What follows belongs to an exercise in optimizing a design on an open flow for small area and a short achievable clock period; a production flow would make more cautious choices. The RTL was checked by simulation tests, not by an equivalence proof against the original design. Power is estimated from default activity; no workload was simulated.

==> design.v <==
module node_rf_wr_arbiter #(
    parameter int NUM_WR = 4
) (
    input  logic [NUM_WR-1:0]         hit,     
    input  logic                      open,    
    input  logic [NUM_WR-1:0]         beat,    
    input  logic [NUM_WR*NUM_WR-1:0]  kill,    
    output logic [NUM_WR-1:0]         commit,
    output logic                      we       
);
    always_comb begin
        logic killed;
        we = 1'b0;
        for (int p = 0; p < NUM_WR; p++) begin
            killed = 1'b0;
            for (int q = 0; q < NUM_WR; q++)
                if (q != p) killed = killed | (hit[q] & kill[q*NUM_WR + p]);
            commit[p] = hit[p] & open & beat[p] & !killed;
            we = we | (hit[p] & beat[p]);
        end
        we = we & open;
    end
endmodule
module node_weight_rf #(
    parameter int NUM_NODES  = 16,
    parameter int ADDR_W     = 6,
    parameter int NUM_RD     = 4,
    parameter int NUM_WR     = 4,
    parameter int INIT_LANES = 4
) (
    input  logic                       clk,
    input  logic                       rst,
    input  logic                       init_start,
    input  logic [ADDR_W-1:0]          init_src,
    output logic                       init_busy,
    output logic                       init_done,
    input  logic [NUM_RD*ADDR_W-1:0]   rd_addr,
    output logic [NUM_RD*7-1:0]        rd_weight,
    output logic [NUM_RD*5-1:0]        rd_pred,
    input  logic [NUM_WR-1:0]          wr_en,
    input  logic [NUM_WR*ADDR_W-1:0]   wr_addr,
    input  logic [NUM_WR*12-1:0]       wr_data,
    input  logic                       wr_relax,
    input  logic                       mark_en,
    input  logic [ADDR_W-1:0]          mark_addr,
    output logic [NUM_RD-1:0]          rd_visited,
    output logic [NUM_WR-1:0]          wr_ack,
    output logic                       any_update
);
    localparam int WEIGHT_W = 7;
    localparam int PRED_W   = 5;
    localparam int MEM_W    = WEIGHT_W + PRED_W;
    localparam int IDX_W    = $clog2(NUM_NODES);
    localparam int SWEEP_CYCLES = NUM_NODES / INIT_LANES;
    localparam int CNT_W    = (SWEEP_CYCLES > 1) ? $clog2(SWEEP_CYCLES) : 1;
    localparam logic [CNT_W-1:0] LAST_CNT = CNT_W'(SWEEP_CYCLES - 1);
    localparam logic [WEIGHT_W-1:0] INF = {WEIGHT_W{1'b1}};
    function automatic logic lt_f(input logic [WEIGHT_W-1:0] a, input logic [WEIGHT_W-1:0] b);
        logic [WEIGHT_W-1:0] g, p;
        logic [WEIGHT_W-1:0] g1, p1;
        logic [WEIGHT_W-1:0] g2, p2;
        logic [WEIGHT_W-1:0] g3, p3;
        g = ~a & b;      
        p = ~a | b;      
        for (int i = 0; i < WEIGHT_W; i++) begin
            if (i >= 1) begin g1[i] = g[i] | (p[i] & g[i-1]); p1[i] = p[i] & p[i-1]; end
            else        begin g1[i] = g[i];                   p1[i] = p[i];          end
        end
        for (int i = 0; i < WEIGHT_W; i++) begin
            if (i >= 2) begin g2[i] = g1[i] | (p1[i] & g1[i-2]); p2[i] = p1[i] & p1[i-2]; end
            else        begin g2[i] = g1[i];                     p2[i] = p1[i];           end
        end
        for (int i = 0; i < WEIGHT_W; i++) begin
            if (i >= 4) begin g3[i] = g2[i] | (p2[i] & g2[i-4]); p3[i] = p2[i] & p2[i-4]; end
            else        begin g3[i] = g2[i];                     p3[i] = p2[i];           end
        end
        lt_f = g3[WEIGHT_W-1];
    endfunction
    logic                busy_q, done_q;
    logic [CNT_W-1:0]    cnt_q;
    logic [WEIGHT_W-1:0] w_q [NUM_NODES];
    logic [PRED_W-1:0]   p_q [NUM_NODES];
    logic [NUM_NODES-1:0] vis_q;
    logic [NUM_NODES-1:0] rsel_q [NUM_RD];   
    logic [NUM_RD-1:0]   rinf_q;        
    logic [NUM_WR-1:0]   ack_q;
    logic                busy_d, done_d, sweep_last;
    logic [CNT_W-1:0]    cnt_d;
    logic [WEIGHT_W-1:0] w_d [NUM_NODES];
    logic [PRED_W-1:0]   p_d [NUM_NODES];
    logic [NUM_NODES-1:0] vis_d;
    assign sweep_last = busy_q && (cnt_q == LAST_CNT);
    always_comb begin
        busy_d = busy_q ? !sweep_last : init_start;
        done_d = sweep_last;
        cnt_d  = busy_q ? cnt_q + 1'b1 : '0;
    end
    logic [WEIGHT_W-1:0]       wr_w [NUM_WR];
    logic [NUM_WR*NUM_WR-1:0]  wr_kill;
    logic [3:0]                wr_lo [NUM_WR];    
    logic [3:0]                wr_hi [NUM_WR];    
    logic [NUM_WR-1:0]         wr_hit [NUM_NODES];
    logic [NUM_WR-1:0]         wr_beat [NUM_NODES];
    logic [NUM_WR-1:0]         wr_commit [NUM_NODES];
    logic [NUM_NODES-1:0]      wr_we;
    logic [NUM_WR-1:0]         ack_d;
    always_comb begin
        logic [ADDR_W-1:0] wa;
        for (int p = 0; p < NUM_WR; p++) begin
            wr_w[p] = wr_data[p*MEM_W + PRED_W +: WEIGHT_W];
            wa = wr_addr[p*ADDR_W +: ADDR_W];
            for (int k = 0; k < 4; k++) begin
                wr_lo[p][k] = wa[1:0] == 2'(k);
                wr_hi[p][k] = wr_en[p] && !busy_q && (wa[ADDR_W-1:IDX_W] == '0) && (wa[3:2] == 2'(k));
            end
        end
        wr_kill = '0;
        for (int p = 0; p < NUM_WR; p++)
            for (int q = 0; q < NUM_WR; q++)
                if (q < p)      wr_kill[q*NUM_WR + p] = !wr_relax || !lt_f(wr_w[p], wr_w[q]);
                else if (q > p) wr_kill[q*NUM_WR + p] = wr_relax && lt_f(wr_w[q], wr_w[p]);
        for (int n = 0; n < NUM_NODES; n++) begin
            for (int p = 0; p < NUM_WR; p++) begin
                wr_hit[n][p]  = wr_hi[p][n / 4] && wr_lo[p][n % 4];
                wr_beat[n][p] = !wr_relax || lt_f(wr_w[p], w_q[n]);
            end
        end
    end
    for (genvar n = 0; n < NUM_NODES; n++) begin : g_arb
        node_rf_wr_arbiter #(
            .NUM_WR (NUM_WR)
        ) u_arb (
            .hit    (wr_hit[n]),
            .open   (!(wr_relax && vis_q[n])),
            .beat   (wr_beat[n]),
            .kill   (wr_kill),
            .commit (wr_commit[n]),
            .we     (wr_we[n])
        );
    end
    always_comb begin
        ack_d = '0;
        for (int n = 0; n < NUM_NODES; n++) ack_d = ack_d | wr_commit[n];
    end
    always_comb begin
        logic              sw, src;
        logic [MEM_W-1:0]  wd;
        for (int n = 0; n < NUM_NODES; n++) begin
            wd  = '0;
            for (int p = 0; p < NUM_WR; p++)
                wd = wd | (wr_data[p*MEM_W +: MEM_W] & {MEM_W{wr_commit[n][p]}});
            sw  = busy_q && (cnt_q == CNT_W'(n / INIT_LANES));
            src = sweep_last && (init_src == ADDR_W'(n));
            if (src) begin
                w_d[n] = '0;
                p_d[n] = PRED_W'(n);
            end else if (sw) begin
                w_d[n] = INF;
                p_d[n] = PRED_W'(n);
            end else if (wr_we[n]) begin
                w_d[n] = wd[PRED_W +: WEIGHT_W];
                p_d[n] = wd[PRED_W-1:0];
            end else begin
                w_d[n] = w_q[n];
                p_d[n] = p_q[n];
            end
            vis_d[n] = (mark_en && mark_addr == ADDR_W'(n)) || (vis_q[n] && !sw);
        end
    end
    always_ff @(posedge clk) begin
        if (!rst) begin
            busy_q <= 1'b0;
            done_q <= 1'b0;
            cnt_q  <= '0;
            vis_q  <= '0;
            rinf_q <= '0;
            for (int r = 0; r < NUM_RD; r++) rsel_q[r] <= '0;
            ack_q  <= '0;
            for (int n = 0; n < NUM_NODES; n++) begin
                w_q[n] <= INF;
                p_q[n] <= '0;
            end
        end else begin
            busy_q <= busy_d;
            done_q <= done_d;
            cnt_q  <= cnt_d;
            vis_q  <= vis_d;
            ack_q  <= ack_d;
            for (int r = 0; r < NUM_RD; r++) begin
                rinf_q[r] <= rd_addr[r*ADDR_W + IDX_W +: ADDR_W - IDX_W] != '0;
                for (int n = 0; n < NUM_NODES; n++)
                    rsel_q[r][n] <= rd_addr[r*ADDR_W +: ADDR_W] == ADDR_W'(n);
            end
            for (int n = 0; n < NUM_NODES; n++) begin
                w_q[n] <= w_d[n];
                p_q[n] <= p_d[n];
            end
        end
    end
    always_comb begin
        logic [NUM_NODES-1:0] dec;
        logic [WEIGHT_W-1:0]  w;
        logic [PRED_W-1:0]    pr;
        for (int r = 0; r < NUM_RD; r++) begin
            dec = rsel_q[r];
            w  = {WEIGHT_W{rinf_q[r]}};
            pr = '0;
            for (int n = 0; n < NUM_NODES; n++) begin
                w  = w  | (w_q[n] & {WEIGHT_W{dec[n]}});
                pr = pr | (p_q[n] & {PRED_W{dec[n]}});
            end
            rd_weight[r*WEIGHT_W +: WEIGHT_W] = w;
            rd_pred[r*PRED_W +: PRED_W]       = pr;
            rd_visited[r]                     = |(vis_q & dec);
        end
    end
    assign init_busy  = busy_q;
    assign init_done  = done_q;
    assign wr_ack     = ack_q;
    assign any_update = |ack_q;
endmodule
module node_rf_top (
    input  logic        clk,
    input  logic        rst,
    input  logic        init_start,
    input  logic [5:0]  init_src,
    output logic        init_busy,
    output logic        init_done,
    input  logic [23:0] rd_addr,
    output logic [27:0] rd_weight,
    output logic [19:0] rd_pred,
    input  logic [3:0]  wr_en,
    input  logic [23:0] wr_addr,
    input  logic [47:0] wr_data,
    input  logic        wr_relax,
    input  logic        mark_en,
    input  logic [5:0]  mark_addr,
    output logic [3:0]  rd_visited,
    output logic [3:0]  wr_ack,
    output logic        any_update
);
    node_weight_rf #(
        .NUM_NODES  (16),
        .ADDR_W     (6),
        .NUM_RD     (4),
        .NUM_WR     (4),
        .INIT_LANES (4)
    ) u_rf (
        .clk        (clk),
        .rst        (rst),
        .init_start (init_start),
        .init_src   (init_src),
        .init_busy  (init_busy),
        .init_done  (init_done),
        .rd_addr    (rd_addr),
        .rd_weight  (rd_weight),
        .rd_pred    (rd_pred),
        .wr_en      (wr_en),
        .wr_addr    (wr_addr),
        .wr_data    (wr_data),
        .wr_relax   (wr_relax),
        .mark_en    (mark_en),
        .mark_addr  (mark_addr),
        .rd_visited (rd_visited),
        .wr_ack     (wr_ack),
        .any_update (any_update)
    );
endmodule
==> flow/run.sh <==
#!/bin/bash
# Standard layout (standard.sh) with changes passed as ORFS make variables:
#  - abc maps with flow/map.abc (area-oriented) instead of ORFS's abc_area.script;
#  - port buffers are buf_2 cells;
#  - repair_timing aims at a tighter setup target (SETUP_SLACK_MARGIN);
#  - any further variables listed in flow/settings.sh (EXTRA).
# The make run's full output goes to flow_make.log in this folder.
set -uo pipefail
HERE=$(pwd)
export FLOW_ABC_SCRIPT=$HERE/flow/map.abc
EXTRA=()
source $HERE/flow/settings.sh
bash standard.sh SYNTH_SCRIPT=$HERE/flow/synth.tcl \
  "BUFFER_PORTS_ARGS=-buffer_cell sky130_fd_sc_hd__buf_2" \
  SETUP_SLACK_MARGIN=$MARGIN "${EXTRA[@]}" finish > $HERE/flow_make.log 2>&1
==> flow/map.abc <==
strash
balance
dch
map -a
topo
stime -c
==> flow/settings.sh <==
MARGIN=5.5
EXTRA=("CTS_ARGS=-sink_clustering_enable -repair_clock_nets -dont_use_dummy_load -buf_list sky130_fd_sc_hd__clkbuf_8 -root_buf sky130_fd_sc_hd__clkbuf_16 -sink_clustering_size 16 -sink_clustering_max_diameter 50")
==> flow/synth.tcl <==
# Standard synthesis (synth_recipe.tcl) with one change: abc maps with flow/map.abc.
proc synth {args} { yosys synth -nofsm -noshare {*}$args }
proc abc {args} {
  set i [lsearch -exact $args -script]
  if { $i >= 0 } { set args [lreplace $args [expr {$i + 1}] [expr {$i + 1}] $::env(FLOW_ABC_SCRIPT)] }
  yosys abc {*}$args
}
source $::env(SCRIPTS_DIR)/synth.tcl
# left out here: clear keep_hierarchy, flatten, clean up, hide names made inside functions, write 1_2_yosys.v
==> standard.sh <==
#!/bin/bash
# synth_recipe.tcl (not shown) runs the flow's synth.tcl, then flattens the netlist and writes it again
# the make line also repeats each setting of config.mk as NAME=value (left out here)
make -C /OpenROAD-flow-scripts/flow DESIGN_CONFIG=/design/flow/config.mk WORK_HOME=/design/flow/orfs CLKGATE_MAP_FILE= SYNTH_SCRIPT=/design/flow/synth_recipe.tcl "${@:-finish}"
==> config.mk <==
export PLATFORM = sky130hd
export DESIGN_NAME = node_rf_top
export DESIGN_NICKNAME = node_rf_top
export VERILOG_FILES = /design/flow/design.v
export SDC_FILE = /design/flow/constraint.sdc
export NUM_CORES = 4
export LEC_CHECK = 0
export ABC_AREA = 1
export CAP_MARGIN = 20
export CELL_PAD_IN_SITES_DETAIL_PLACEMENT = 1
export CELL_PAD_IN_SITES_GLOBAL_PLACEMENT = 2
export CORE_MARGIN = 2
export CORE_UTILIZATION = 25
export GPL_ROUTABILITY_DRIVEN = 1
export GPL_TIMING_DRIVEN = 0
export PLACE_DENSITY = 0.35
export SLEW_MARGIN = 20
==> constraint.sdc <==
create_clock -name core_clock -period 10.0 [get_ports {clk}]
set_input_delay 2.0000 -clock core_clock [delete_from_list [all_inputs] [get_ports {clk}]]
set_output_delay 2.0000 -clock core_clock [all_outputs]
set_load 0.01 [all_outputs]
==> metrics.md, run 1 <==
| Metric | Value |
|---|---|
| Status | `complete, no violations` |
| Final setup margin | `5.35 ns` |
| Area share of the largest cell type after synthesis | `22.7%` |
| Path class of the lowest-slack min-delay path | `register to register` |
| Number of buffers inserted during clock tree synthesis | `59` |
| Static leakage power | `10.5 nW` |
| Sw frac | `42.3%` |
| Placeable core region | `99,700 um2` |
| Gate count of the mapped netlist | `3,821` |
| Power density over the cells | `105 nW/um2` |
| CP Capture Type | `primary output` |
| Drc violations | `0` |
| Worst setup SP type | `register` |
| Final HPWL from detailed placement | `186,000 um` |
| Total standard cell area after synthesis | `25,000 um2` |
| Max Freq | `215 MHz` |
| Number of placement rows | `116` |
| Most frequent cells after synthesis | `528 x sky130_fd_sc_hd__o22ai_1, 524 x sky130_fd_sc_hd__clkinv_1, 441 x sky130_fd_sc_hd__nor2_1, 378 x sky130_fd_sc_hd__nand2_1, 284 x sky130_fd_sc_hd__dfxtp_1` |
| Period utilisation layout | `46.5%` |
| Max Transition Viols Final | `0` |
| Area growth from synthesis to layout | `32.4%` |
| Post-detailed-route wirelength per cell | `49.0 um` |
| GPL Wtd Cong | `1.08` |
| Fraction of registers with async set or reset after synthesis | `0%` |
| # nets final | `4,312` |
| Clock transition time at the flip-flop clock pins of the worst setup and hold paths | `0.09 ns` |
| Critical path fanouts, max | `8` |
| Synth top area cells | `sky130_fd_sc_hd__dfxtp_1 23%, sky130_fd_sc_hd__o22ai_1 13%, sky130_fd_sc_hd__clkinv_1 7.9%` |
| Number of levels the H-tree was split into | `2` |
| Switching pwr | `1.47 mW` |
| Clock share of power | `32.4%` |
| Fin crit period | `4.65 ns` |
| Clk root buf | `sky130_fd_sc_hd__clkbuf_16` |
| Hold Slack | `0.475 ns` |
| Part of the total power dissipated in combinational logic | `30.9%` |
| Number of synthesized register bits | `284` |
| Crit path DAT | `2.65 ns` |
| Slew HR | `15.1%` |
| Top-count cell post-synth | `sky130_fd_sc_hd__o22ai_1` |
| I/O pin cnt | `176` |
| Power share of the sequential group | `36.7%` |
| Detail-routed via count per cell | `7.51` |
| Remaining antenna violation count after routing | `0` |
| Via count of the first global-routing pass | `38.0k` |
| Final Cell Area | `33,200 um2` |
| Drt initial violations | `6,868` |
| Primary FF master, synth | `sky130_fd_sc_hd__dfxtp_1` |
| Fin Setup TNS | `0 ns` |
| Part of the Yosys area used for sequential elements | `22.7%` |
| TritonCTS clock tree | `built` |
| Sink count of the clock tree | `284` |
| Setup Crit Path Kind | `register to primary output` |
| DP Area | `28,100 um2` |
| Final hold viol count | `0` |
| Slew at the pin closest to its max-slew limit | `1.27 ns` |
| Post-synth EDFFs | `0` |
| Count of vias placed by the detailed router | `41.3k` |
| Total internal power | `2.00 mW` |
| Total Wirelength | `269,000 um` |
| Filler Cells Inserted | `12.3k` |
| Effective utilization at floorplan | `25.1%` |
| Layout cell share with drive strength beyond 1 | `19.0%` |
| Max Root-Sink Buffers | `3` |
| Total global routing overflow | `0` |
| Crit path required time | `8.00 ns` |
| Clock insertion delay at the later pin of the skew report | `0.67 ns` |
| Cell accounting for the most synthesized area | `sky130_fd_sc_hd__dfxtp_1` |
| Die W | `320 um` |
| Die height | `320 um` |
| Number of max-capacitance violations reported | `0` |
| Clock skew after layout | `0.0980 ns` |
| Die Outline Area | `103,000 um2` |
| RSZ-0062 raised after global routing | `yes` |
| Number of buffer cells added on primary ports | `175` |
| Count of endpoints failing setup in the final report | `0` |
| Number of search-and-repair iterations in the first detailed-routing pass | `8` |
| Global-route wire length before repair | `347,000 um` |
| Antenna violations before repair | `21` |
| Gr usage total | `49.5%` |
| Count of warnings emitted by yosys | `23` |
| Largest net degree at the start of global routing | `117` |
| Largest vdd supply drop | `0.125 mV` |
| Mean cell area of the mapped netlist | `6.55 um2` |
| Syn_nets | `3,942` |
| Pre-CTS setup slack | `1.60 ns` |
| Post-synthesis cell type count | `41` |
[per-stage QoR]
step	util (%)	cells	power (mW)
finish	33.3	5497	3.47
detailed placement	28.2	5312	2.13
CTS	31.8	5421	3.35
global route	33.2	5488	3.51
global placement	27.7	5294	2.11
floorplan	-	3821	1.61
[worst paths after layout]
check                           slack [ns]        endpoint  cells after the start              start
worst min-delay path                  0.47   u_rf.cnt_q[0]                      1      u_rf.cnt_q[0]
worst max register to register        5.86  u_rf.w_q[3][2]                     10      u_rf.cnt_q[0]
worst min register to register        0.47   u_rf.cnt_q[0]                      1      u_rf.cnt_q[0]
worst max-delay path                  5.35    rd_weight[5]                      5  u_rf.rsel_q[0][8]
[state kept, by name, summed over array words and instances, names as in the netlist]
register,flops
u_rf.busy_q,1
u_rf.done_q,1
u_rf.ack_q,4
u_rf.w_q,112
u_rf.vis_q,16
u_rf.rsel_q,64
u_rf.cnt_q,2
u_rf.rinf_q,4
u_rf.p_q,80
[routing by layer]
metal | global-route usage, % | part of all wire (%)
met5 | 0 | 0.020
met4 | 41.3 | 11
met3 | 17.5 | 12
met2 | 69.1 | 39
met1 | 60.4 | 38
[final cells by class]
cell class / count / area, um2 / area share, %
Multi-Input combinational cell: 3019 / 19300 / 58.3
Antenna cell: 10 / 25.0 / 0.0755
Clock buffer: 59 / 868 / 2.62
Timing Repair Buffer: 290 / 2550 / 7.70
Sequential cell: 284 / 5740 / 17.3
Timing Repair inverter: 13 / 161 / 0.487
Inverter: 524 / 2870 / 8.65
Tap cell: 1298 / 1620 / 4.90
[kinds of logic (layout without fill, tap and decap cells)]
kind of cell | Yosys count | in the layout | share of synthesized area, %
AO/OA/AOI/OAI | 1818 | 1819 | 48.8
buffers and inverters | 524 | 886 | 7.86
adder cells (fa/ha/maj) | 4 | 4 | 0.200
flip-flops | 284 | 284 | 22.7
AND/OR/NAND/NOR | 1191 | 1196 | 20.5
other | 0 | 10 | 0
[worst max-delay path, stage by stage (launching register included)]
cell and delay [ns]:
sky130_fd_sc_hd__dfxtp_1 0.77, sky130_fd_sc_hd__clkinv_2 0.49, sky130_fd_sc_hd__o22ai_1 0.26, sky130_fd_sc_hd__nor4_1 0.11, sky130_fd_sc_hd__nand4_1 0.20, sky130_fd_sc_hd__buf_2 0.18
[placed cells by master (no fill, tap or decap), types with 58 or more instances in the layout]
cell type / n
sky130_fd_sc_hd__nand2_1: 358
sky130_fd_sc_hd__o211ai_1: 121
sky130_fd_sc_hd__o22ai_1: 524
sky130_fd_sc_hd__nor3_1: 117
sky130_fd_sc_hd__a22oi_1: 173
sky130_fd_sc_hd__nand3_1: 68
sky130_fd_sc_hd__dfxtp_1: 243
sky130_fd_sc_hd__clkinv_2: 58
sky130_fd_sc_hd__o221ai_1: 81
sky130_fd_sc_hd__a21oi_1: 276
sky130_fd_sc_hd__o21ai_0: 183
sky130_fd_sc_hd__a221oi_1: 197
sky130_fd_sc_hd__buf_2: 147
sky130_fd_sc_hd__nand4_1: 81
sky130_fd_sc_hd__buf_4: 84
sky130_fd_sc_hd__clkinv_1: 392
sky130_fd_sc_hd__nor2_1: 380
[repair_timing]
item                       4_1_cts  5_1_grt
setup endpoints to repair      248      207
buffers inserted                40       55
pin swaps                       34       38
hold buffers                     0        0
resized for setup              508      186
gates cloned                    10       11
[power groups by stage]
| stage | clock network (mW) | registers, mW | logic [mW] |
|---|---|---|---|
| 2_1_floorplan | 0 | 1.23 | 0.378 |
| 3_3_place_gp | 0 | 1.29 | 0.828 |
| 3_5_place_dp | 0 | 1.29 | 0.840 |
| 4_1_cts | 1.13 | 1.26 | 0.956 |
| 5_1_grt | 1.18 | 1.27 | 1.07 |
| 6_report | 1.12 | 1.27 | 1.07 |
==> inputs of run 2 (changes only) <==
==> flow/settings.sh (replaced) <==
MARGIN=5.3
EXTRA=("CTS_ARGS=-sink_clustering_enable -repair_clock_nets -dont_use_dummy_load -buf_list sky130_fd_sc_hd__clkbuf_8 -root_buf sky130_fd_sc_hd__clkbuf_16 -sink_clustering_size 16 -sink_clustering_max_diameter 50")
--- a/config.mk
+++ b/config.mk
@@ -12,6 +12,5 @@
 export CORE_MARGIN = 2
 export CORE_UTILIZATION = 25
 export GPL_ROUTABILITY_DRIVEN = 1
-export GPL_TIMING_DRIVEN = 0
 export PLACE_DENSITY = 0.35
 export SLEW_MARGIN = 20
==> run 2 against run 1 <==
  * Non-clock buffer count grew 87
  * Clock-buffer cell count grew 2
  * Register-to-register slack gained 0.11 ns
  * Flip-flop and latch count is the same
  * Fmax shrank 4.4%
  * Clock skew shrank 0.010 ns
  * Total power shrank 0.96%
  * Routed wire length shrank 0.49%
  * Critical path type is now input port to register
  * Highest routed layer unchanged
==> metrics.md, run 2 <==
| Metric | Value |
|---|---|
| Status | `complete, no violations` |
| Leading cell type in the layout, fill and taps excluded | `sky130_fd_sc_hd__o22ai_1` |
| Overall power | `3.43 mW (-0.96%)` |
| Filler Cells Inserted | `12.5k (+1.1%)` |
| Gate count of the mapped netlist | `3,821 (unchanged)` |
| Reg2reg start | `u_rf.busy_q` |
| I/O pin cnt | `176 (unchanged)` |
| Capture endpoint of the worst hold path | `u_rf.cnt_q[0]` |
| Clock insertion delay at the later pin of the skew report | `0.67 ns (about the same)` |
| Number of placement rows | `116 (unchanged)` |
| Detail-routed via count per cell | `7.43 (-1.1%)` |
| Worst setup SP type | `input port` |
| Global-route wire length before repair | `351,000 um (+1.1%)` |
| Clk root buf | `sky130_fd_sc_hd__clkbuf_16` |
| Min-Delay Path Depth | `1 (unchanged)` |
| Area growth from synthesis to layout | `28.5%` |
| Critical R2R Capture | `u_rf.w_q[1][0]` |
| Layout cell share with drive strength beyond 1 | `16.8% (-2.2 points)` |
| Total global routing overflow | `0 (unchanged)` |
| Number of flip-flops under the largest register name | `112 (unchanged)` |
| Number of buffer cells added on primary ports | `175 (unchanged)` |
| Die Outline Area | `103,000 um2 (unchanged)` |
| Sink count of the clock tree | `284 (unchanged)` |
| Remaining antenna violation count after routing | `0 (unchanged)` |
| Crit path DAT | `5.29 ns (+2.64 ns)` |
| Post-detailed-route wirelength per cell | `48.2 um (-1.7%)` |
| # nets final | `4,384 (+1.7%)` |
| GPL Wtd Cong | `1.07 (-1.0%)` |
| Count of vias placed by the detailed router | `41.3k (+0.11%)` |
| RSZ-0062 raised after global routing | `yes` |
| Register containing the most flip-flops in the final layout | `u_rf.w_q` |
| Slew at the pin closest to its max-slew limit | `1.37 ns (+0.103 ns)` |
| Die W | `320 um (unchanged)` |
| Post-synth EDFFs | `0 (unchanged)` |
| Number of buffers inserted during clock tree synthesis | `61 (+3.4%)` |
| Clock transition time at the flip-flop clock pins of the worst setup and hold paths | `0.06 ns (-0.03 ns)` |
| Post-synthesis cell type count | `41 (unchanged)` |
| TritonCTS clock tree | `built` |
| Number of search-and-repair iterations in the first detailed-routing pass | `8 (unchanged)` |
| Critical path fanouts, max | `22 (+14)` |
| Static leakage power | `10.4 nW (-1.0%)` |
| Post-CTS Hold Buffers | `0 (unchanged)` |
| Period utilisation layout | `48.7% (+2.2 points)` |
| Cell accounting for the most synthesized area | `sky130_fd_sc_hd__dfxtp_1` |
| Antenna violations before repair | `12 (-43%)` |
| Fraction of registers with async set or reset after synthesis | `0% (unchanged)` |
| Setup Crit Path Kind | `input port to register` |
| Leading registers by flop count | `u_rf.w_q (112), u_rf.p_q (80), u_rf.rsel_q (64)` |
| Fin Setup TNS | `0 ns (unchanged)` |
| CP Capture Type | `register` |
| Number of max-capacitance violations reported | `0 (unchanged)` |
| Max Transition Viols Final | `0 (unchanged)` |
| Gr usage total | `49.9% (+0.37 points)` |
| Mean cell area of the mapped netlist | `6.55 um2 (unchanged)` |
| R2R setup slack | `5.97 ns (+0.11 ns)` |
| Via count of the first global-routing pass | `38.7k (+1.7%)` |
| Most frequent cells after synthesis | `528 x sky130_fd_sc_hd__o22ai_1, 524 x sky130_fd_sc_hd__clkinv_1, 441 x sky130_fd_sc_hd__nor2_1, 378 x sky130_fd_sc_hd__nand2_1, 284 x sky130_fd_sc_hd__dfxtp_1` |
| Area share of the largest cell type after synthesis | `22.7% (unchanged)` |
| Total Wirelength | `268,000 um (-0.49%)` |
| Part of the Yosys area used for sequential elements | `22.7% (unchanged)` |
| Number of synthesized register bits | `284 (unchanged)` |
| Path class of the lowest-slack min-delay path | `register to register` |
| Total standard cell area after synthesis | `25,000 um2 (unchanged)` |
| Count of warnings emitted by yosys | `23 (unchanged)` |
| Slew HR | `8.22% (-6.9 points)` |
| Synth top area cells | `sky130_fd_sc_hd__dfxtp_1 23%, sky130_fd_sc_hd__o22ai_1 13%, sky130_fd_sc_hd__clkinv_1 7.9%` |
| Effective utilization at floorplan | `25.1% (unchanged)` |
| Crit path required time | `10.42 ns (+2.42 ns)` |
| R2R cell count | `16 (+6)` |
| Placeable core region | `99,700 um2 (unchanged)` |
| Fin crit period | `4.87 ns (+0.215 ns)` |
| Die height | `320 um (unchanged)` |
| Clock skew after layout | `0.0878 ns (-0.0102 ns)` |
| Drt initial violations | `6,711 (-2.3%)` |
| Primary FF master, synth | `sky130_fd_sc_hd__dfxtp_1` |
| Launch instance of the worst min-delay path | `u_rf.cnt_q[0]` |
| Largest net degree at the start of global routing | `52 (-56%)` |
| Largest vdd supply drop | `0.113 mV (-10%)` |
| Max Freq | `205 MHz (-4.4%)` |
| Max Root-Sink Buffers | `3 (unchanged)` |
| Most used cells in the layout excluding fill and tap cells | `526 x sky130_fd_sc_hd__o22ai_1, 440 x sky130_fd_sc_hd__clkinv_1, 402 x sky130_fd_sc_hd__nor2_1, 365 x sky130_fd_sc_hd__nand2_1, 280 x sky130_fd_sc_hd__a21oi_1` |
| Final HPWL from detailed placement | `200,000 um (+7.2%)` |
| Syn_nets | `3,942 (unchanged)` |
| Power density over the cells | `107 nW/um2 (+2.1%)` |
| Count of endpoints failing setup in the final report | `0 (unchanged)` |
| Drc violations | `0 (unchanged)` |
| Final hold viol count | `0 (unchanged)` |
| Top-count cell post-synth | `sky130_fd_sc_hd__o22ai_1` |
| Number of levels the H-tree was split into | `2 (unchanged)` |
-- run 2: cell counts after synthesis --
No cell type changed its count.
-- run 2: worst max-delay path, cell delays in order --
cell	delay [ns]
sky130_fd_sc_hd__buf_2	0.10
sky130_fd_sc_hd__buf_8	0.27
sky130_fd_sc_hd__clkinv_8	0.22
sky130_fd_sc_hd__buf_4	0.30
sky130_fd_sc_hd__o211ai_1	0.27
sky130_fd_sc_hd__a211oi_2	0.12
sky130_fd_sc_hd__o21ai_4	0.16
sky130_fd_sc_hd__buf_12	0.25
sky130_fd_sc_hd__clkinv_8	0.18
sky130_fd_sc_hd__nor2_1	0.19
sky130_fd_sc_hd__clkinv_1	0.11
sky130_fd_sc_hd__o2111ai_2	0.21
sky130_fd_sc_hd__clkinv_2	0.28
sky130_fd_sc_hd__nor3_2	0.32
sky130_fd_sc_hd__a41oi_1	0.18
-- run 2: routing by layer --
| metal | global-route usage (%) | part of all wire, % | routed length [um] | up-vias |
|---|---|---|---|---|
| li1 | - | - | - | 16024 |
| met1 | 62.1 | 38 | 102000 | 20587 |
| met2 | 70.4 | 39 | 105000 | 3594 |
| met3 | 15.1 | 12 | 32900 | 1102 |
| met4 | 40.8 | 11 | 28800 | 8 |
| met5 | 0 | 0.015 | 41 | - |
-- run 2: worst max path at each step --
stage                      startpoint              end  slack, ns  depth (start not counted)
after floorplan           wr_data[34]   u_rf.w_q[5][6]       5.30                         14
after global placement    wr_data[11]  u_rf.w_q[11][4]       3.11                         15
after detailed placement  wr_data[30]  u_rf.w_q[10][1]       3.04                         15
after CTS                 wr_data[10]    u_rf.ack_q[0]       5.25                         16
after global routing      wr_addr[11]   u_rf.w_q[2][2]       5.17                         15
final                     wr_data[30]    u_rf.ack_q[2]       5.13                         15
-- run 2: cell type report --
type	instances	area (um2)	area share (%)
Tap cell	1298	1620	5.05
Multi-Input combinational cell	3015	18700	58.1
Sequential cell	284	5690	17.7
Inverter	524	2340	7.27
Clock buffer	61	896	2.79
Antenna cell	5	12.5	0.0389
Timing Repair Buffer	377	2920	9.08
-- run 2: logic make-up (layout without fill, tap and decap cells) --
group           Yosys count  count (layout)  share of synthesized area [%]
buf+inv                 524             962                           7.86
simple gates           1191            1193                           20.5
other cells               0               5                              0
flops                   284             284                           22.7
compound gates         1818            1818                           48.8
fa+ha+maj                 4               4                          0.200
-- run 2: power breakdown --
group	internal (mW)	switching (mW)	total, mW
clock	0.575	0.587	1.16
combinational	0.248	0.758	1.01
sequential	1.17	0.0979	1.27
-- run 2: what timing repair did --
item                                    CTS  global route
pin swaps                                20            21
gates resized for setup                 272           166
setup buffers                            34            33
endpoints found under the setup margin  220           200
endpoints found under the hold margin     0             0
cloned                                    1             4
-- run 2: metrics by stage --
stage / hold WS, ns / utilization (%) / setup WS (ns) / area [um2] / cells
2_1_floorplan: 0.437 / - / 5.30 / 25100 / 3821
3_3_place_gp: 0.457 / 28.7 / 3.11 / 28600 / 5425
3_5_place_dp: 0.467 / 28.7 / 3.04 / 28600 / 5425
4_1_cts: 0.479 / 31.1 / 5.25 / 31000 / 5521
5_1_grt: 0.502 / 32.2 / 5.17 / 32200 / 5559
6_report: 0.476 / 32.3 / 5.13 / 32200 / 5564
==> inputs of run 3 (changes only) <==
==> flow/abc_dont_use.txt (new file) <==
sky130_fd_sc_hd__nor4_1 sky130_fd_sc_hd__nor4_2 sky130_fd_sc_hd__nor4_4 sky130_fd_sc_hd__nor4b_1 sky130_fd_sc_hd__nor4b_2 sky130_fd_sc_hd__nor4b_4 sky130_fd_sc_hd__nor4bb_1 sky130_fd_sc_hd__nor4bb_2 sky130_fd_sc_hd__nor4bb_4 sky130_fd_sc_hd__a2111oi_0 sky130_fd_sc_hd__a2111oi_1 sky130_fd_sc_hd__a2111oi_2 sky130_fd_sc_hd__a2111oi_4 sky130_fd_sc_hd__o41ai_1 sky130_fd_sc_hd__o41ai_2 sky130_fd_sc_hd__o41ai_4 sky130_fd_sc_hd__a41oi_1 sky130_fd_sc_hd__a41oi_2 sky130_fd_sc_hd__a41oi_4
==> flow/settings.sh (replaced) <==
MARGIN=5.5
EXTRA=("CTS_ARGS=-sink_clustering_enable -repair_clock_nets -dont_use_dummy_load -buf_list sky130_fd_sc_hd__clkbuf_8 -root_buf sky130_fd_sc_hd__clkbuf_16 -sink_clustering_size 16 -sink_clustering_max_diameter 50")
==> flow/synth.tcl (replaced) <==
# Standard synthesis (synth_recipe.tcl) with one change: abc maps with flow/map.abc,
# leaving out any cells listed in flow/abc_dont_use.txt.
proc synth {args} { yosys synth -nofsm -noshare {*}$args }
proc abc {args} {
  set i [lsearch -exact $args -script]
  if { $i >= 0 } { set args [lreplace $args [expr {$i + 1}] [expr {$i + 1}] $::env(FLOW_ABC_SCRIPT)] }
  set f [file join [file dirname $::env(FLOW_ABC_SCRIPT)] abc_dont_use.txt]
  if { [file exists $f] } {
    set fh [open $f r]
    foreach c [split [string trim [read $fh]]] { if { $c ne "" } { lappend args -dont_use $c } }
    close $fh
  }
  yosys abc {*}$args
}
source $::env(SCRIPTS_DIR)/synth.tcl
# left out here: clear keep_hierarchy, flatten, clean up, hide names made inside functions, write 1_2_yosys.v
--- a/config.mk
+++ b/config.mk
@@ -12,5 +12,5 @@
 export CORE_MARGIN = 2
 export CORE_UTILIZATION = 25
 export GPL_ROUTABILITY_DRIVEN = 1
-export PLACE_DENSITY = 0.35
+export PLACE_DENSITY = 0.5
 export SLEW_MARGIN = 20
==> run 3 against run 2 <==
  * Still clean
  * Clock skew down 0.016 ns
  * Global-route usage down 0.98 points
  * Die area up 0.19%
  * Fmax up 5.7%
  * Cell area down 0.46%
  * Critical path type unchanged
  * Critical endpoint is now u_rf.w_q[3][6]
  * Largest power group unchanged
  * Highest routed layer unchanged
==> metrics.md, run 3 <==
| Metric | Value |
|---|---|
| Status | `complete, no violations` |
| Area share of the largest cell type after synthesis | `22.7% (-0.044 points)` |
| Period utilisation layout | `46.1% (-2.6 points)` |
| Clock transition time at the flip-flop clock pins of the worst setup and hold paths | `0.05 ns (about the same)` |
| Area growth from synthesis to layout | `27.6%` |
| Part of the total power dissipated in combinational logic | `30.5% (+1.2 points)` |
| Register containing the most flip-flops in the final layout | `u_rf.w_q` |
| Slew at the pin closest to its max-slew limit | `1.15 ns (-0.220 ns)` |
| Count of vias placed by the detailed router | `40.8k (-1.3%)` |
| Final HPWL from detailed placement | `193,000 um (-3.2%)` |
| Post-CTS Hold Buffers | `0 (unchanged)` |
| Effective utilization at floorplan | `25.2% (+0.049 points)` |
| Power density over the cells | `106 nW/um2 (-0.97%)` |
| Total global routing overflow | `0 (unchanged)` |
| Reg2reg start | `u_rf.w_q[3][6]` |
| Number of levels the H-tree was split into | `2 (unchanged)` |
| Sink count of the clock tree | `284 (unchanged)` |
| Number of buffers inserted during clock tree synthesis | `55 (-9.8%)` |
| Remaining antenna violation count after routing | `0 (unchanged)` |
| Worst setup SP type | `input port` |
| R2R setup slack | `6.25 ns (+0.28 ns)` |
| Sw frac | `42.4% (+0.35 points)` |
| CP Capture Type | `register` |
| RSZ-0062 raised after global routing | `yes` |
| Max Transition Viols Final | `0 (unchanged)` |
| Die height | `321 um (about the same)` |
| I/O pin cnt | `176 (unchanged)` |
| Clock insertion delay at the later pin of the skew report | `0.65 ns (-0.02 ns)` |
| Via count of the first global-routing pass | `38.2k (-1.2%)` |
| Crit path required time | `10.43 ns (about the same)` |
| Most used cell along the critical path | `sky130_fd_sc_hd__nand2_1` |
| Fin crit period | `4.61 ns (-0.262 ns)` |
| Mean cell area of the mapped netlist | `6.49 um2 (-0.95%)` |
| Die W | `321 um (about the same)` |
| Cell accounting for the most synthesized area | `sky130_fd_sc_hd__dfxtp_1` |
| Number of placement rows | `116 (unchanged)` |
| Max Root-Sink Buffers | `3 (unchanged)` |
| Static leakage power | `10.3 nW (-0.83%)` |
| Clock skew after layout | `0.0718 ns (-0.0161 ns)` |
| Most frequent cells after synthesis | `503 x sky130_fd_sc_hd__clkinv_1, 492 x sky130_fd_sc_hd__nand2_1, 431 x sky130_fd_sc_hd__o22ai_1, 383 x sky130_fd_sc_hd__nor2_1, 314 x sky130_fd_sc_hd__a21oi_1` |
| Antenna violations before repair | `19 (+7)` |
| Largest vdd supply drop | `0.114 mV (+1.0%)` |
| Count of warnings emitted by yosys | `23 (unchanged)` |
| Drc violations | `0 (unchanged)` |
| Total standard cell area after synthesis | `25,100 um2 (+0.19%)` |
| Total internal power | `1.95 mW (-2.0%)` |
| R2R cell count | `17 (+1)` |
| Post-synthesis cell type count | `36 (-12%)` |
| Detail-routed via count per cell | `7.30 (-1.6%)` |
| Layout cell share with drive strength beyond 1 | `17.6% (+0.86 points)` |
| Number of max-capacitance violations reported | `0 (unchanged)` |
| Die Outline Area | `103,000 um2 (+0.19%)` |
| Primary FF master, synth | `sky130_fd_sc_hd__dfxtp_1` |
| Number of buffer cells added on primary ports | `175 (unchanged)` |
| Overall power | `3.39 mW (-1.4%)` |
| Final hold viol count | `0 (unchanged)` |
| Top-count cell post-synth | `sky130_fd_sc_hd__clkinv_1` |
| Clock share of power | `32.4% (-1.4 points)` |
| Gr usage total | `48.9% (-0.98 points)` |
| Synth top area cells | `sky130_fd_sc_hd__dfxtp_1 23%, sky130_fd_sc_hd__o22ai_1 11%, sky130_fd_sc_hd__clkinv_1 7.5%` |
| CP cell instances | `buf_2 > clkinv_1 > buf_12 > o21ai_0 > a21oi_1 > nand3_1 > nand4_1 > nand2_1 > nand2_1 > nand2_1 > nand2_4 > clkinvlp_4 > nand2_4 > clkinv_1 > nor2_4 > buf_12 > o21ai_1 > o211ai_1` |
| Leading cell type in the layout, fill and taps excluded | `sky130_fd_sc_hd__nand2_1` |
| Clk root buf | `sky130_fd_sc_hd__clkbuf_16` |
| Path class of the lowest-slack min-delay path | `register to register` |
| Core Util, Final | `32.1% (-0.15 points)` |
| Number of search-and-repair iterations in the first detailed-routing pass | `8 (unchanged)` |
| GPL Wtd Cong | `1.08 (+0.63%)` |
| Switching pwr | `1.43 mW (-0.62%)` |
| Power share of the sequential group | `37.1% (+0.2 points)` |
| Critical path fanouts, max | `23 (+4.5%)` |
| Total Wirelength | `264,000 um (-1.4%)` |
| Most used cells in the layout excluding fill and tap cells | `468 x sky130_fd_sc_hd__nand2_1, 429 x sky130_fd_sc_hd__o22ai_1, 373 x sky130_fd_sc_hd__clkinv_1, 355 x sky130_fd_sc_hd__nor2_1, 311 x sky130_fd_sc_hd__a21oi_1` |
| Post-detailed-route wirelength per cell | `47.3 um (-1.7%)` |
| Fin Setup TNS | `0 ns (unchanged)` |
| Syn_nets | `3,986 (+1.1%)` |
| Fraction of registers with async set or reset after synthesis | `0% (unchanged)` |
| Count of endpoints failing setup in the final report | `0 (unchanged)` |
| Leading registers by flop count | `u_rf.w_q (112), u_rf.p_q (80), u_rf.rsel_q (64)` |
| Number of flip-flops under the largest register name | `112 (unchanged)` |
| Largest stage delay on the critical path | `0.31 ns (about the same)` |
| Part of the Yosys area used for sequential elements | `22.7% (-0.044 points)` |
| Setup Crit Path Kind | `input port to register` |
| Post-synth EDFFs | `0 (unchanged)` |
| Worst setup path startpoint | `wr_data[9]` |
| Hold Slack | `0.472 ns (-0.00451 ns)` |
| Placeable core region | `99,700 um2 (unchanged)` |
| Slew HR | `23.2% (+15 points)` |
| Critical R2R Capture | `u_rf.w_q[3][6]` |
| Number of synthesized register bits | `284 (unchanged)` |
| Global-route wire length before repair | `345,000 um (-1.9%)` |
| Max Freq | `217 MHz (+5.7%)` |
| Drt initial violations | `6,026 (-10%)` |
| Gate count of the mapped netlist | `3,865 (+1.2%)` |
| # nets final | `4,404 (+0.46%)` |
| TritonCTS clock tree | `built` |
| Endpoint of the most critical setup path | `u_rf.w_q[3][6]` |
| Largest net degree at the start of global routing | `111 (+110%)` |
| Highest-delay cell along the critical path | `sky130_fd_sc_hd__nand4_1` |
| Crit path DAT | `5.04 ns (-0.25 ns)` |
-- run 3: cell count changes after synthesis, sizes merged, moves of 32 or more --
| cell | previous run | this run |
|---|---|---|
| o21ai | 203 | 242 |
| nor4 | 38 | 0 |
| o221ai | 82 | 150 |
| o22ai | 528 | 431 |
| nand4 | 81 | 115 |
| a21oi | 282 | 314 |
| nor2 | 441 | 383 |
| nand2 | 378 | 492 |
-- run 3: metal layers --
layer	global-route usage [%]	share of wire (%)	vias to the layer above
met3	17.7	13	944
met4	39.8	10	10
li1	-	-	16101
met2	67.1	38	3501
met5	0	0.027	-
met1	60.8	38	20240
-- run 3: cells by family (layout without fill, tap and decap cells) --
family	count (synthesis)	count (layout)	share of synthesized area, %
AO/OA/AOI/OAI	1783	1783	47.4
adder cells (fa/ha/maj)	4	4	0.200
buffers and inverters	503	913	7.53
flip-flops	284	284	22.7
other	0	6	0
AND/OR/NAND/NOR	1291	1297	22.2
-- run 3: worst min path at each step --
stage | startpoint | endpoint | cells after the start
global placement | u_rf.cnt_q[0] | u_rf.cnt_q[0] | 1
global route | u_rf.cnt_q[0] | u_rf.cnt_q[0] | 1
floorplan | u_rf.cnt_q[0] | u_rf.cnt_q[0] | 1
detailed placement | u_rf.w_q[2][5] | u_rf.w_q[2][5] | 2
CTS | u_rf.w_q[2][5] | u_rf.w_q[2][5] | 2
finish | u_rf.cnt_q[0] | u_rf.cnt_q[0] | 1
-- run 3: metrics by stage --
| step | setup slack, ns | instance area [um2] | cells |
|---|---|---|---|
| floorplan | 5.53 | 25200 | 3865 |
| global placement | 2.92 | 28500 | 5444 |
| detailed placement | 3.01 | 28500 | 5444 |
| CTS | 5.50 | 30800 | 5541 |
| global route | 5.41 | 32000 | 5579 |
| finish | 5.39 | 32000 | 5585 |
-- run 3: area by class of cell --
type / count / area (um2)
Tap cell: 1298 / 1620
Sequential cell: 284 / 5740
Clock buffer: 55 / 813
Timing Repair Buffer: 353 / 2740
Timing Repair inverter: 2 / 22.5
Multi-Input combinational cell: 3084 / 18700
Fill cell: 12496 / 67700
Antenna cell: 6 / 15.0
Inverter: 503 / 2380
-- run 3: power groups by stage --
| stage | Clock (mW) | Combinational [mW] | Sequential [mW] |
|---|---|---|---|
| 2_1_floorplan | 0 | 0.370 | 1.23 |
| 3_3_place_gp | 0 | 0.872 | 1.27 |
| 3_5_place_dp | 0 | 0.871 | 1.27 |
| 4_1_cts | 1.10 | 0.934 | 1.25 |
| 5_1_grt | 1.14 | 1.04 | 1.25 |
| 6_report | 1.10 | 1.03 | 1.26 |
-- run 3: worst max-delay path, delay by kind of cell --
kind                   cells  cell delay [ns]
AND/OR/NAND/NOR            8             1.18
buffers and inverters      6             1.15
AO/OA/AOI/OAI              4             0.64
-- run 3: timing repair --
action / 4_1_cts / 5_1_grt
setup buffers: 38 / 33
pin swaps: 16 / 21
gates resized for setup: 325 / 190
cloned: 4 / 5
setup endpoints to repair: 248 / 214
==> inputs of run 4 (changes only) <==
==> flow/settings.sh (replaced) <==
MARGIN=5.4
EXTRA=("CTS_ARGS=-sink_clustering_enable -repair_clock_nets -dont_use_dummy_load -buf_list sky130_fd_sc_hd__clkbuf_8 -root_buf sky130_fd_sc_hd__clkbuf_16 -sink_clustering_size 16 -sink_clustering_max_diameter 50")
--- a/config.mk
+++ b/config.mk
@@ -12,5 +12,5 @@
 export CORE_MARGIN = 2
 export CORE_UTILIZATION = 25
 export GPL_ROUTABILITY_DRIVEN = 1
-export PLACE_DENSITY = 0.5
+export PLACE_DENSITY = 0.35
 export SLEW_MARGIN = 20
==> run 4 against run 3 <==
  * Largest cell class unchanged
  * Worst hold slack worse by 0.0035 ns
  * Non-clock buffer count up 6
  * Via count is 0.21% lower
  * Worst setup slack worse by 0.17 ns
  * Critical path depth decreased by 13
  * Clock skew grew 0.051 ns
==> metrics.md, run 4 <==
| Metric | Value |
|---|---|
| Status | `complete, no violations` |
| Number of buffer cells added on primary ports | `175 (unchanged)` |
| Post-synth EDFFs | `0 (unchanged)` |
| Largest vdd supply drop | `0.131 mV (+15%)` |
| Slew at the pin closest to its max-slew limit | `1.19 ns (+0.0430 ns)` |
| TritonCTS clock tree | `built` |
| Critical R2R Capture | `u_rf.w_q[15][0]` |
| Mean cell area of the mapped netlist | `6.49 um2 (unchanged)` |
| Number of levels the H-tree was split into | `2 (unchanged)` |
| Register containing the most flip-flops in the final layout | `u_rf.w_q` |
| Leading cell type in the layout, fill and taps excluded | `sky130_fd_sc_hd__nand2_1` |
| Post-Synth Adder-Cell Area | `0.200% (unchanged)` |
| Detail-routed via count per cell | `7.29 (-0.19%)` |
| Slew HR | `20.1% (-3.2 points)` |
| Remaining antenna violation count after routing | `0 (unchanged)` |
| Global-route wire length before repair | `345,000 um (+0.22%)` |
| M2 GR Usage | `68.9% (+1.7 points)` |
| Drc violations | `0 (unchanged)` |
| Sink count of the clock tree | `284 (unchanged)` |
| Largest net degree at the start of global routing | `59 (-47%)` |
| Most frequent cells after synthesis | `503 x sky130_fd_sc_hd__clkinv_1, 492 x sky130_fd_sc_hd__nand2_1, 431 x sky130_fd_sc_hd__o22ai_1, 383 x sky130_fd_sc_hd__nor2_1, 314 x sky130_fd_sc_hd__a21oi_1` |
| Layout cell share with drive strength beyond 1 | `16.7% (-0.96 points)` |
| Overall power | `3.36 mW (-0.61%)` |
| Mux contribution to synthesized area | `0% (unchanged)` |
| Crit path required time | `8.00 ns (-2.43 ns)` |
| Leading registers by flop count | `u_rf.w_q (112), u_rf.p_q (80), u_rf.rsel_q (64)` |
| Drt initial violations | `6,133 (+1.8%)` |
| RSZ-0062 raised after global routing | `yes` |
| Main combinational cell family by area after synthesis | `compound AO/OA/AOI/OAI gates` |
| CP Capture Type | `primary output` |
| Clock insertion delay at the later pin of the skew report | `0.67 ns (+0.02 ns)` |
| Fin Setup TNS | `0 ns (unchanged)` |
| Max Root-Sink Buffers | `3 (unchanged)` |
| Total Wirelength | `264,000 um (-0.30%)` |
| GPL Wtd Cong | `1.06 (-1.4%)` |
| Number of buffers inserted during clock tree synthesis | `56 (+1.8%)` |
| # nets final | `4,405 (+0.023%)` |
| Effective utilization at floorplan | `25.2% (unchanged)` |
| Post-synthesis cell type count | `36 (unchanged)` |
| Number of flip-flops under the largest register name | `112 (unchanged)` |
| R2R setup slack | `6.17 ns (-0.08 ns)` |
| Simple logic cell fraction of the synthesized area | `22.2% (unchanged)` |
| Worst setup path startpoint | `u_rf.w_q[0][2]` |
| Max Freq | `209 MHz (-3.5%)` |
| Via count of the first global-routing pass | `38.2k (-0.052%)` |
| Final HPWL from detailed placement | `193,000 um (-0.41%)` |
| Cell accounting for the most synthesized area | `sky130_fd_sc_hd__dfxtp_1` |
| Die height | `321 um (unchanged)` |
| Clk root buf | `sky130_fd_sc_hd__clkbuf_16` |
| Primary FF master, synth | `sky130_fd_sc_hd__dfxtp_1` |
| Total standard cell area after synthesis | `25,100 um2 (unchanged)` |
| Area growth from synthesis to layout | `26.5%` |
| Worst setup SP type | `register` |
| Clock transition time at the flip-flop clock pins of the worst setup and hold paths | `0.06 ns (about the same)` |
| Die Outline Area | `103,000 um2 (unchanged)` |
| Max Transition Viols Final | `0 (unchanged)` |
| Number of synthesized register bits | `284 (unchanged)` |
| Fin crit period | `4.78 ns (+0.168 ns)` |
| Highest-utilization routing layer at the global route stage | `met2` |
| Endpoint of the most critical setup path | `rd_weight[9]` |
| Filler Cells Inserted | `12.6k (+0.50%)` |
| Syn_nets | `3,986 (unchanged)` |
| Fraction of registers with async set or reset after synthesis | `0% (unchanged)` |
| Most used cells in the layout excluding fill and tap cells | `470 x sky130_fd_sc_hd__nand2_1, 427 x sky130_fd_sc_hd__o22ai_1, 397 x sky130_fd_sc_hd__clkinv_1, 356 x sky130_fd_sc_hd__nor2_1, 310 x sky130_fd_sc_hd__a21oi_1` |
| Setup Crit Path Kind | `register to primary output` |
| Antenna violations before repair | `14 (-5)` |
| Static leakage power | `10.3 nW (-0.15%)` |
| Critical path fanouts, max | `8 (-65%)` |
| Placeable core region | `99,700 um2 (unchanged)` |
| Crit path DAT | `2.78 ns (-2.26 ns)` |
| Area share of the largest cell type after synthesis | `22.7% (unchanged)` |
| Final setup margin | `5.22 ns (-0.168 ns)` |
| Number of search-and-repair iterations in the first detailed-routing pass | `6 (-2)` |
| Number of placement rows | `116 (unchanged)` |
| Fraction of the mapped netlist area in compound gates | `47.4% (unchanged)` |
| I/O pin cnt | `176 (unchanged)` |
| Clock skew after layout | `0.123 ns (+0.0508 ns)` |
| Reg2reg start | `u_rf.busy_q` |
| Met3 Usage GRT | `18.4% (+0.66 points)` |
| Die W | `321 um (unchanged)` |
| Count of vias placed by the detailed router | `40.7k (-0.21%)` |
| Hold Slack | `0.468 ns (-0.00350 ns)` |
| Pre-CTS setup slack | `3.21 ns (+0.202 ns)` |
| Top-count cell post-synth | `sky130_fd_sc_hd__clkinv_1` |
| R2R cell count | `11 (-6)` |
| Count of warnings emitted by yosys | `23 (unchanged)` |
| Gate count of the mapped netlist | `3,865 (unchanged)` |
| Final hold viol count | `0 (unchanged)` |
| Met1 Usage GRT | `60.0% (-0.80 points)` |
| Post-detailed-route wirelength per cell | `47.2 um (-0.28%)` |
| Post-CTS Hold Buffers | `0 (unchanged)` |
| Gr usage total | `49.1% (+0.15 points)` |
| Synthesized-area fraction occupied by xor and xnor cells | `0% (unchanged)` |
| Number of max-capacitance violations reported | `0 (unchanged)` |
| Part of the Yosys area used for sequential elements | `22.7% (unchanged)` |
| Power density over the cells | `106 nW/um2 (+0.30%)` |
| Path class of the lowest-slack min-delay path | `register to register` |
| Count of endpoints failing setup in the final report | `0 (unchanged)` |
| Synth top area cells | `sky130_fd_sc_hd__dfxtp_1 23%, sky130_fd_sc_hd__o22ai_1 11%, sky130_fd_sc_hd__clkinv_1 7.5%` |
| Period utilisation layout | `47.8% (+1.7 points)` |
| Total global routing overflow | `0 (unchanged)` |
-- run 4: critical path, cell delays in order (launching register included) --
cell and delay, ns:
sky130_fd_sc_hd__dfxtp_1 0.77, sky130_fd_sc_hd__clkinv_1 0.59, sky130_fd_sc_hd__o22ai_1 0.31, sky130_fd_sc_hd__a221oi_1 0.08
sky130_fd_sc_hd__nand4_1 0.24, sky130_fd_sc_hd__buf_2 0.18
-- run 4: cell families (layout without fill, tap and decap cells) --
group	after synthesis	after routing
compound gates	1783	1783
fa+ha+maj	4	4
buf+inv	503	919
flops	284	284
other cells	0	4
simple gates	1291	1292
-- run 4: worst min path at each step --
| stage | start | end | slack (ns) | cells past startpoint |
|---|---|---|---|---|
| 2_1_floorplan | u_rf.cnt_q[0] | u_rf.cnt_q[0] | 0.44 | 1 |
| 3_3_place_gp | u_rf.w_q[11][2] | u_rf.w_q[11][2] | 0.46 | 2 |
| 3_5_place_dp | u_rf.cnt_q[0] | u_rf.cnt_q[0] | 0.47 | 1 |
| 4_1_cts | u_rf.cnt_q[0] | u_rf.cnt_q[0] | 0.47 | 1 |
| 5_1_grt | u_rf.p_q[15][4] | u_rf.p_q[15][4] | 0.50 | 2 |
| 6_report | u_rf.cnt_q[0] | u_rf.cnt_q[0] | 0.47 | 1 |
-- run 4: cell type report --
| class | count | area, um2 | area share, % |
|---|---|---|---|
| repair inverters | 1 | 8.76 | 0.0276 |
| multi-input cells | 3079 | 18600 | 58.5 |
| repair buffers | 359 | 2780 | 8.75 |
| inverters | 503 | 2200 | 6.94 |
| diodes | 4 | 10.0 | 0.0315 |
| clock buffers | 56 | 827 | 2.61 |
| flip-flops and latches | 284 | 5720 | 18.0 |
| well taps | 1298 | 1620 | 5.12 |
-- run 4: what timing repair did --
| item | CTS | global route |
|---|---|---|
| setup endpoints to repair | 237 | 211 |
| gates cloned | 2 | 4 |
| pin swaps | 18 | 19 |
| setup buffers | 32 | 30 |
| gates resized for setup | 287 | 155 |
-- run 4: metal layers --
layer  wire length [um]  vias to the layer above
met1              99300                    20279
met3              34500                      963
li1                   -                    16093
met4              26300                       12
met5                104                        -
met2             103000                     3364
-- run 4: power breakdown --
part           switching, mW  leakage [nW]  internal, mW
sequential            0.0876          2.31          1.17
combinational          0.770          7.54         0.242
clock                  0.563         0.428         0.534
-- run 4: through the flow --
stage                     area, um2  utilization (%)  instances
after floorplan               25200                -       3865
after global placement        28600             28.6       5456
after detailed placement      28600             28.7       5456
after CTS                     30700             30.8       5546
after global routing          31700             31.8       5580
final                         31700             31.8       5584
==> inputs of run 5 (changes only) <==
==> flow/settings.sh (replaced) <==
MARGIN=5.6
EXTRA=("CTS_ARGS=-sink_clustering_enable -repair_clock_nets -dont_use_dummy_load -buf_list sky130_fd_sc_hd__clkbuf_8 -root_buf sky130_fd_sc_hd__clkbuf_16 -sink_clustering_size 16 -sink_clustering_max_diameter 50")
==> run 5 against run 4 <==
  * Non-clock buffer count up 47
  * Combinational power up 8%
  * Still clean
  * Critical path type unchanged
  * Clock skew down 0.026 ns
  * Global-route usage up 0.52 points
  * Via count up 1.5%
  * Clock power about the same
  * Clock-buffer cell count down 1
==> metrics.md, run 5 <==
| Metric | Value |
|---|---|
| Total internal power | `1.97 mW (+1.3%)` |
| Antenna violations before repair | `23 (+9)` |
| Detail-routed via count per cell | `7.33 (+0.56%)` |
| Fin Setup TNS | `0 ns (unchanged)` |
| Slew HR | `18.3% (-1.8 points)` |
| Area share of the largest cell type after synthesis | `22.7% (unchanged)` |
| Max Transition Viols Final | `0 (unchanged)` |
| I/O pin cnt | `176 (unchanged)` |
| Power share of the sequential group | `36.5% (-0.8 points)` |
| Period utilisation layout | `45.7% (-2.0 points)` |
| Crit path required time | `8.00 ns (about the same)` |
| Slew at the pin closest to its max-slew limit | `1.22 ns (+0.0265 ns)` |
| Number of search-and-repair iterations in the first detailed-routing pass | `7 (+1)` |
| Primary FF master, synth | `sky130_fd_sc_hd__dfxtp_1` |
| Synthesized-area fraction occupied by xor and xnor cells | `0% (unchanged)` |
| Count of vias placed by the detailed router | `41.3k (+1.5%)` |
| Die Outline Area | `103,000 um2 (unchanged)` |
| Core Util, Final | `33.2% (+1.4 points)` |
| Reg2reg start | `u_rf.cnt_q[0]` |
| Post-synthesis cell type count | `36 (unchanged)` |
| Count of endpoints failing setup in the final report | `0 (unchanged)` |
| Mean cell area of the mapped netlist | `6.49 um2 (unchanged)` |
| Total global routing overflow | `0 (unchanged)` |
| Static leakage power | `10.8 nW (+5.5%)` |
| Power density over the cells | `104 nW/um2 (-2.0%)` |
| Fraction of registers with async set or reset after synthesis | `0% (unchanged)` |
| Fin crit period | `4.57 ns (-0.203 ns)` |
| Drt initial violations | `6,257 (+2.0%)` |
| Part of the Yosys area used for sequential elements | `22.7% (unchanged)` |
| Status | `complete, no violations` |
| Max Freq | `219 MHz (+4.4%)` |
| Number of buffers inserted during clock tree synthesis | `55 (-1.8%)` |
| Syn_nets | `3,986 (unchanged)` |
| Gr usage total | `49.6% (+0.52 points)` |
| Number of synthesized register bits | `284 (unchanged)` |
| Number of instances in the placed design | `5,450 (-0.11%)` |
| DP Area | `28,600 um2 (about the same)` |
| Overall power | `3.44 mW (+2.2%)` |
| Clock skew after layout | `0.0963 ns (-0.0263 ns)` |
| Die W | `321 um (unchanged)` |
| TritonCTS clock tree | `built` |
| Clock insertion delay at the later pin of the skew report | `0.66 ns (about the same)` |
| Clock transition time at the flip-flop clock pins of the worst setup and hold paths | `0.08 ns (+0.02 ns)` |
| CP Capture Type | `primary output` |
| Via count of the first global-routing pass | `38.8k (+1.7%)` |
| Remaining antenna violation count after routing | `0 (unchanged)` |
| Post-detailed-route wirelength per cell | `47.8 um (+1.3%)` |
| Critical path fanouts, max | `10 (+2)` |
| Top-count cell post-synth | `sky130_fd_sc_hd__clkinv_1` |
| Most used cells in the layout excluding fill and tap cells | `469 x sky130_fd_sc_hd__nand2_1, 430 x sky130_fd_sc_hd__o22ai_1, 347 x sky130_fd_sc_hd__clkinv_1, 341 x sky130_fd_sc_hd__nor2_1, 308 x sky130_fd_sc_hd__a21oi_1` |
| Simple logic cell fraction of the synthesized area | `22.2% (unchanged)` |
| Largest vdd supply drop | `0.121 mV (-8.2%)` |
| Placeable core region | `99,700 um2 (unchanged)` |
| Layout cell share with drive strength beyond 1 | `20.3% (+3.6 points)` |
| Highest-delay cell along the critical path | `sky130_fd_sc_hd__dfxtp_1` |
| Clock share of power | `31.8% (-0.8 points)` |
| Max Root-Sink Buffers | `3 (unchanged)` |
| Part of the total power dissipated in combinational logic | `31.7% (+1.6 points)` |
| Effective utilization at floorplan | `25.2% (unchanged)` |
| Clk root buf | `sky130_fd_sc_hd__clkbuf_16` |
| Worst setup SP type | `register` |
| Number of buffer cells added on primary ports | `175 (unchanged)` |
| Launch instance of the worst min-delay path | `u_rf.cnt_q[0]` |
| Final Cell Area | `33,100 um2 (+4.3%)` |
| Layout Cells excl Fill | `5,639 (+0.98%)` |
| Number of flip-flops under the largest register name | `112 (unchanged)` |
| Switching pwr | `1.47 mW (+3.4%)` |
| Die height | `321 um (unchanged)` |
| Number of placement rows | `116 (unchanged)` |
| Global-route wire length before repair | `350,000 um (+1.2%)` |
| Drc violations | `0 (unchanged)` |
| RSZ-0062 raised after global routing | `yes` |
| Post-Synth Adder-Cell Area | `0.200% (unchanged)` |
| CP cell instances | `clkinv_2 > o22ai_1 > a221oi_1 > nand4_1 > buf_2` |
| Crit path DAT | `2.57 ns (-0.21 ns)` |
| Cell accounting for the most synthesized area | `sky130_fd_sc_hd__dfxtp_1` |
| Post-synth EDFFs | `0 (unchanged)` |
| Fraction of the mapped netlist area in compound gates | `47.4% (unchanged)` |
| Largest stage delay on the critical path | `0.56 ns (-0.21 ns)` |
| Most frequent cells after synthesis | `503 x sky130_fd_sc_hd__clkinv_1, 492 x sky130_fd_sc_hd__nand2_1, 431 x sky130_fd_sc_hd__o22ai_1, 383 x sky130_fd_sc_hd__nor2_1, 314 x sky130_fd_sc_hd__a21oi_1` |
| Number of levels the H-tree was split into | `2 (unchanged)` |
| Mux contribution to synthesized area | `0% (unchanged)` |
| Main combinational cell family by area after synthesis | `compound AO/OA/AOI/OAI gates` |
| Leading registers by flop count | `u_rf.w_q (112), u_rf.p_q (80), u_rf.rsel_q (64)` |
| Setup Crit Path Kind | `register to primary output` |
| Largest net degree at the start of global routing | `56 (-5.1%)` |
| Leading cell type in the layout, fill and taps excluded | `sky130_fd_sc_hd__nand2_1` |
| Sw frac | `42.7% (+0.49 points)` |
| Worst setup path startpoint | `u_rf.rsel_q[3][7]` |
| Gate count of the mapped netlist | `3,865 (unchanged)` |
| # nets final | `4,459 (+1.2%)` |
| Register containing the most flip-flops in the final layout | `u_rf.w_q` |
| Total standard cell area after synthesis | `25,100 um2 (unchanged)` |
| Area growth from synthesis to layout | `32.0%` |
| Sink count of the clock tree | `284 (unchanged)` |
| GPL Wtd Cong | `1.09 (+2.6%)` |
| Synth top area cells | `sky130_fd_sc_hd__dfxtp_1 23%, sky130_fd_sc_hd__o22ai_1 11%, sky130_fd_sc_hd__clkinv_1 7.5%` |
| Number of max-capacitance violations reported | `0 (unchanged)` |
| Total Wirelength | `270,000 um (+2.3%)` |
| Final HPWL from detailed placement | `192,000 um (-0.15%)` |
| Final hold viol count | `0 (unchanged)` |
| Path class of the lowest-slack min-delay path | `register to register` |
| Count of warnings emitted by yosys | `23 (unchanged)` |
run 5: cell counts after synthesis:
No cell type changed its count.
run 5: per-stage QoR:
stage | hold WS, ns | worst slack [ns]
after floorplan | 0.437 | 5.60
after global placement | 0.454 | 3.12
after detailed placement | 0.457 | 3.15
after CTS | 0.471 | 5.60
after global routing | 0.491 | 5.54
final | 0.464 | 5.43
run 5: area by class of cell:
class                           instances  area, um2
Fill cell                           12388      66600
Multi-Input combinational cell       3085      18900
Sequential cell                       284       5750
Timing Repair Buffer                  406       3520
Inverter                              503       2410
Tap cell                             1298       1620
Clock buffer                           55        813
Timing Repair inverter                  3       41.3
Antenna cell                            5       12.5
run 5: power by group through the flow:
| stage | clock (mW) | sequential [mW] | combinational (mW) |
|---|---|---|---|
| 6_report | 1.09 | 1.26 | 1.09 |
| 5_1_grt | 1.14 | 1.25 | 1.09 |
| 4_1_cts | 1.10 | 1.25 | 0.973 |
| 3_5_place_dp | 0 | 1.27 | 0.885 |
| 3_3_place_gp | 0 | 1.27 | 0.885 |
| 2_1_floorplan | 0 | 1.23 | 0.370 |
run 5: timing repair:
action / 4_1_cts / 5_1_grt
endpoints found under the hold margin: 0 / 0
setup buffers: 53 / 57
pin swaps: 29 / 42
setup endpoints to repair: 248 / 219
gates cloned: 8 / 11
resized for setup: 430 / 187
hold buffers: 0 / 0
run 5: per-layer routing:
metal | routed length [um] | track usage, %
met3 | 37100 | 18.2
met2 | 102000 | 68.6
met4 | 29100 | 40.3
met1 | 101000 | 60.9
met5 | 400 | 1.04
run 5: critical path, delay by kind of cell (launching register included):
family                 cells  cell delay [ns]
buffers and inverters      2             0.62
DFF                        1             0.56
AOI/OAI and AO/OA          2             0.43
and+or+nand+nor            1             0.33
run 5: cell families after synthesis:
group,Yosys count
buf+inv,503
flops,284
fa+ha+maj,4
simple gates,1291
compound gates,1783
run 5: path summary, 6_finish.rpt:
path | endpoint | depth (start not counted) | slack [ns]
worst max-delay path | rd_weight[22] | 5 | 5.43
worst min register to register | u_rf.cnt_q[0] | 1 | 0.46
worst min-delay path | u_rf.cnt_q[0] | 1 | 0.46
worst max register to register | u_rf.w_q[0][6] | 10 | 6.26

re-timing with driven ports:
Ports are ideal in the flow. The routed layouts listed here were re-timed in OpenROAD.
Step 1: set_driving_cell puts a clkbuf_16 on clk and a buf_2 on each other input, an assumption about the parent block.
Step 2 moves the port delays by t, midway between the first and last clock arrival at a register: inputs arrive t later, outputs are due t later. That takes back most of the time a late clock gives input paths.
Three values: ideal ports, drivers, drivers and shift; two values: the first two.
run	shift t [ns]	setup slack, ns	latest minus earliest clock arrival (ns)	worst data-port slew with drivers (ns)	cell pins on the clock port's net
run 1	0.698	5.345 / 5.266 / 4.602	0.098 / 0.098	0.31	1
run 2	0.703	5.130 / 5.127 / 4.482	0.087 / 0.088	0.05	1
run 3	0.691	5.392 / 5.351 / 4.747	0.076 / 0.077	0.13	1
run 4	0.685	5.224 / 5.150 / 4.699	0.124 / 0.124	0.05	1
run 5	0.684	5.427 / 5.352 / 4.829	0.109 / 0.109	0.11	1
After both steps setup and hold are still met in every run listed. The setup slack of run 1, which loses most, moves by -0.079 ns with the drivers and by -0.743 ns with both steps.
